This is an optimization exercise on Yosys and OpenROAD, whose aim is small area and a short achievable clock period, not a production implementation.
In this exercise RTL edits were held to simulation tests only and were not proved equivalent to the original.
No activity file was given, so power comes from the tool's default toggle rates.

==> inputs of 04-19 <==
==> flow/design.v (excerpt) <==
module rope_sim_top (
    input  wire logic                    clk,
    input  wire logic                    reset,
    input  wire logic                    step,
    input  wire rope_sim_pkg::coord_t    anchor_x,
    input  wire rope_sim_pkg::coord_t    anchor_y,
    input  wire rope_sim_pkg::node_sel_t node_sel,
    output logic                         step_done,
    output logic                         busy,
    output rope_sim_pkg::coord_t         sel_x,
    output rope_sim_pkg::coord_t         sel_y
);
==> module rs_add, before the edit <==
module rs_add #(
    parameter int W = 32,
    parameter int G = 1
) (
    input  wire logic [W-1:0] a,
    input  wire logic [W-1:0] b,
    input  wire logic         cin,
    output logic [W-1:0]      s,
    output logic              cout
);
    localparam int N  = W + 1;
    localparam int NG = (N + G - 1) / G;
    logic [W-1:0]  hp;
    logic [N-1:0]  g, p;      
    logic [N-1:0]  gl, pl;    
    logic [NG-1:0] gg, pg;    
    logic [N-1:0]  c;         
    assign hp = a ^ b;
    always_comb begin
        g[0] = cin;
        p[0] = 1'b0;
        for (int i = 0; i < W; i++) begin
            g[i+1] = a[i] & b[i];
            p[i+1] = hp[i];
        end
        for (int i = 0; i < N; i++) begin
            if (i % G == 0) begin
                gl[i] = g[i];
                pl[i] = p[i];
            end else begin
                gl[i] = g[i] | (p[i] & gl[i-1]);
                pl[i] = p[i] & pl[i-1];
            end
        end
        for (int j = 0; j < NG; j++) begin
            gg[j] = gl[(j * G + G - 1 < N) ? j * G + G - 1 : N - 1];
            pg[j] = pl[(j * G + G - 1 < N) ? j * G + G - 1 : N - 1];
        end
        for (int d = 1; d < NG; d = d * 2) begin
            for (int j = 2 * d - 1; j < NG; j += 2 * d) begin
                gg[j] = gg[j] | (pg[j] & gg[j-d]);
                pg[j] = pg[j] & pg[j-d];
            end
        end
        for (int d = (NG > 1) ? 2 ** ($clog2(NG) - 1) : 0; d >= 1; d = d / 2) begin
            for (int j = 3 * d - 1; j < NG; j += 2 * d) begin
                gg[j] = gg[j] | (pg[j] & gg[j-d]);
                pg[j] = pg[j] & pg[j-d];
            end
        end
        for (int i = 0; i < N; i++) begin
            if (i < G) c[i] = gl[i];
            else       c[i] = gl[i] | (pl[i] & gg[i / G - 1]);
        end
    end
    assign s    = hp ^ c[W-1:0];
    assign cout = c[W];
endmodule
==> module verlet_node, before the edit <==
module verlet_node #(
    parameter int node_id = 0
) (
    input  wire logic                 clk,
    input  wire logic                 reset,
    input  wire logic                 verlet_state,
    input  wire logic                 load,
    input  wire rope_sim_pkg::coord_t x_load,
    input  wire rope_sim_pkg::coord_t y_load,
    output rope_sim_pkg::coord_t      x_pos,
    output rope_sim_pkg::coord_t      y_pos
);
    rope_sim_pkg::coord_t x;
    rope_sim_pkg::coord_t y;
    rope_sim_pkg::coord_t px;
    rope_sim_pkg::coord_t py;
    rope_sim_pkg::coord_t x_int, y_int;
    rs_add #(.W(32), .G(2)) u_xint (
        .a    ({x[30:0], 1'b0}),
        .b    (~px),
        .cin  (1'b1),
        .s    (x_int),
        .cout ()
    );
    localparam logic [31:0] YK = rope_sim_pkg::GRAVITY + 32'd1;
    logic [31:0] ya, yb, ys, ym;
    assign ya = {y[30:0], 1'b0};
    assign yb = ~py;
    assign ys = ya ^ yb ^ YK;
    assign ym = (ya & yb) | (ya & YK) | (yb & YK);
    rs_add #(.W(32), .G(2)) u_yint (
        .a    (ys),
        .b    ({ym[30:0], 1'b0}),
        .cin  (1'b0),
        .s    (y_int),
        .cout ()
    );
    always_ff @(posedge clk) begin
        if (reset) begin
            x  <= rope_sim_pkg::BASE_X;
            y  <= rope_sim_pkg::coord_t'(node_id) * rope_sim_pkg::NODE_SPACING;
            px <= rope_sim_pkg::BASE_X;
            py <= rope_sim_pkg::coord_t'(node_id) * rope_sim_pkg::NODE_SPACING;
        end else if (verlet_state) begin
            x  <= x_int;
            y  <= y_int;
            px <= x;
            py <= y;
        end else if (load) begin
            x <= x_load;
            y <= y_load;
        end
    end
    assign x_pos = x;
    assign y_pos = y;
endmodule
export LEC_CHECK = 0
export ABC_AREA = 1
export CAP_MARGIN = 20
export CORE_MARGIN = 2
export CORE_UTILIZATION = 70
export CTS_CLUSTER_DIAMETER = 100
export CTS_CLUSTER_SIZE = 20
export SLEW_MARGIN = 20
create_clock -name core_clock -period 24.0 [get_ports {clk}]
standard.sh (not shown) runs the stock make flow with config.mk's settings and CLKGATE_MAP_FILE= SYNTH_SCRIPT=/design/flow/synth_recipe.tcl, a recipe that flattens the netlist after the stock synthesis.
==> flow/flow/run.sh <==
#!/bin/bash
# The standard layout (standard.sh: the standard synthesis script, floorplan,
# placement, CTS, routing) with two changes, both in how the layout is made:
#  - ADDER_MAP_FILE is empty, so synthesis maps the adders with ABC instead of
#    extracting full/half-adder cells (registers and their names are unchanged);
#  - repair_timing aims for more setup slack than zero. The SDC, clock period
#    and I/O constraints are the design's.
# Gate cloning is off so no register is ever duplicated.
set -euo pipefail
cd "$(dirname "$0")/.."
bash standard.sh ADDER_MAP_FILE= SETUP_SLACK_MARGIN=17.95 SKIP_GATE_CLONING=1 finish > flow_make.log 2>&1
==> 10-27: changes against 04-19 <==
--- a/flow/design.v
+++ b/flow/design.v
@@ -18,4 +18,3 @@
 module rs_add #(
-    parameter int W = 32,
-    parameter int G = 1
+    parameter int W = 32
 ) (
@@ -27,49 +26,28 @@
 );
-    localparam int N  = W + 1;
-    localparam int NG = (N + G - 1) / G;
-    logic [W-1:0]  hp;
-    logic [N-1:0]  g, p;      
-    logic [N-1:0]  gl, pl;    
-    logic [NG-1:0] gg, pg;    
-    logic [N-1:0]  c;         
+    localparam int N = W + 1;
+    logic [W-1:0] hp;
+    logic [N-1:0] gg, pp;
     assign hp = a ^ b;
     always_comb begin
-        g[0] = cin;
-        p[0] = 1'b0;
+        gg[0] = cin;
+        pp[0] = 1'b0;
         for (int i = 0; i < W; i++) begin
-            g[i+1] = a[i] & b[i];
-            p[i+1] = hp[i];
+            gg[i+1] = a[i] & b[i];
+            pp[i+1] = hp[i];
         end
-        for (int i = 0; i < N; i++) begin
-            if (i % G == 0) begin
-                gl[i] = g[i];
-                pl[i] = p[i];
-            end else begin
-                gl[i] = g[i] | (p[i] & gl[i-1]);
-                pl[i] = p[i] & pl[i-1];
+        for (int d = 1; d < N; d = d * 2) begin
+            for (int i = 2 * d - 1; i < N; i += 2 * d) begin
+                gg[i] = gg[i] | (pp[i] & gg[i-d]);
+                pp[i] = pp[i] & pp[i-d];
             end
         end
-        for (int j = 0; j < NG; j++) begin
-            gg[j] = gl[(j * G + G - 1 < N) ? j * G + G - 1 : N - 1];
-            pg[j] = pl[(j * G + G - 1 < N) ? j * G + G - 1 : N - 1];
-        end
-        for (int d = 1; d < NG; d = d * 2) begin
-            for (int j = 2 * d - 1; j < NG; j += 2 * d) begin
-                gg[j] = gg[j] | (pg[j] & gg[j-d]);
-                pg[j] = pg[j] & pg[j-d];
-            end
-        end
-        for (int d = (NG > 1) ? 2 ** ($clog2(NG) - 1) : 0; d >= 1; d = d / 2) begin
-            for (int j = 3 * d - 1; j < NG; j += 2 * d) begin
-                gg[j] = gg[j] | (pg[j] & gg[j-d]);
-                pg[j] = pg[j] & pg[j-d];
+        for (int d = 2 ** ($clog2(N) - 1); d >= 1; d = d / 2) begin
+            for (int i = 3 * d - 1; i < N; i += 2 * d) begin
+                gg[i] = gg[i] | (pp[i] & gg[i-d]);
+                pp[i] = pp[i] & pp[i-d];
             end
         end
-        for (int i = 0; i < N; i++) begin
-            if (i < G) c[i] = gl[i];
-            else       c[i] = gl[i] | (pl[i] & gg[i / G - 1]);
-        end
     end
-    assign s    = hp ^ c[W-1:0];
-    assign cout = c[W];
+    assign s    = hp ^ gg[W-1:0];
+    assign cout = gg[W];
 endmodule
@@ -125,3 +103,3 @@
     rope_sim_pkg::coord_t x_int, y_int;
-    rs_add #(.W(32), .G(2)) u_xint (
+    rs_add #(.W(32)) u_xint (
         .a    ({x[30:0], 1'b0}),
@@ -138,3 +116,3 @@
     assign ym = (ya & yb) | (ya & YK) | (yb & YK);
-    rs_add #(.W(32), .G(2)) u_yint (
+    rs_add #(.W(32)) u_yint (
         .a    (ys),
--- a/flow/flow/run.sh
+++ b/flow/flow/run.sh
@@ -10,2 +10,2 @@
 cd "$(dirname "$0")/.."
-bash standard.sh ADDER_MAP_FILE= SETUP_SLACK_MARGIN=17.95 SKIP_GATE_CLONING=1 finish > flow_make.log 2>&1
+bash standard.sh ADDER_MAP_FILE= SETUP_SLACK_MARGIN=17.7 SKIP_GATE_CLONING=1 finish > flow_make.log 2>&1
CORE_UTILIZATION = 40   (was 70)
CTS_CLUSTER_DIAMETER = default   (was 100)
CTS_CLUSTER_SIZE = default   (was 20)
==> comparison table <==
	10-27	04-19
Status	no timing/DRC/antenna violations	no timing/DRC/antenna violations
Combinational fraction of design power	0.553	0.642
Internal power	2.88 mW	2.40 mW
Share of cell area taken by flip-flops and latches	0.221	0.231
Global Route Usage Sum	0.308	0.497
Worst Max-Slew Pin Slew	1.08 ns	1.15 ns
P_sw	2.90 mW	2.97 mW
Floorplan core area	118000 um2	66900 um2
Number of standard cells in the final layout excluding fillers	10100	9299
Minimum clock period	6.28 ns	6.09 ns
Hold path startpoint	g_node[2].verlet_node_inst.py[0]$_SDFFE_PP0P_	step_sequencer_inst.phase[1]$_SDFF_PP0_
Cell with the largest stage delay on the worst path	sky130_fd_sc_hd__buf_6	sky130_fd_sc_hd__buf_16
Grt met2 use	0.487	0.724
Clock transition at the registers of the reported paths	0.06 ns	0.10 ns
Area grow syn2layout	14.2%	9.94%
Share of final-layout standard cells stronger than drive strength 1	0.0653	0.0674
Count of multi-input gates	6319	6247
Layout Utilization	0.460	0.773
Power attributed to the clock group	1.35 mW	696 uW
Synthesized-area fraction occupied by ao, oa, aoi and oai cells	0.196	0.190
Worst-case setup slack after placement	14.70 ns	15.83 ns
Maximum number of pins on one net before global-route repair	139	165
Capture endpoint of the worst hold path	g_node[2].verlet_node_inst.y[0]$_SDFF_PP0_	rope_constraint_inst.use_a$_DFF_P_

==> separate check: timing with driven ports <==
The results above use ideal ports. As a check the final layouts listed here were re-extracted and re-timed, cells and wires unchanged. Step 1: set_driving_cell puts a clkbuf_16 on clk and a buf_2 on each other input, an assumption about the parent block. Step 2 moves the port delays by t, midway between the first and last clock arrival at a register: inputs arrive t later, outputs are due t later. That takes back most of the time a late clock gives input paths. a / b / c = ideal / step 1 / step 2; a / b = the first two.
| run | shift t [ns] | setup WS [ns] | slew at the worst register clock pin (ns) | pins driven straight from the clock port |
|---|---|---|---|---|
| 04-19 | 0.679 | 17.908 / 17.869 / 17.253 | 0.10 / 0.10 | 1 |
| 10-27 | 0.750 | 17.716 / 17.696 / 17.012 | 0.07 / 0.07 | 1 |
After both steps every run listed still meets setup and hold. The setup slack of 10-27, which loses most, moves by -0.020 ns with the drivers and by -0.704 ns with both steps.
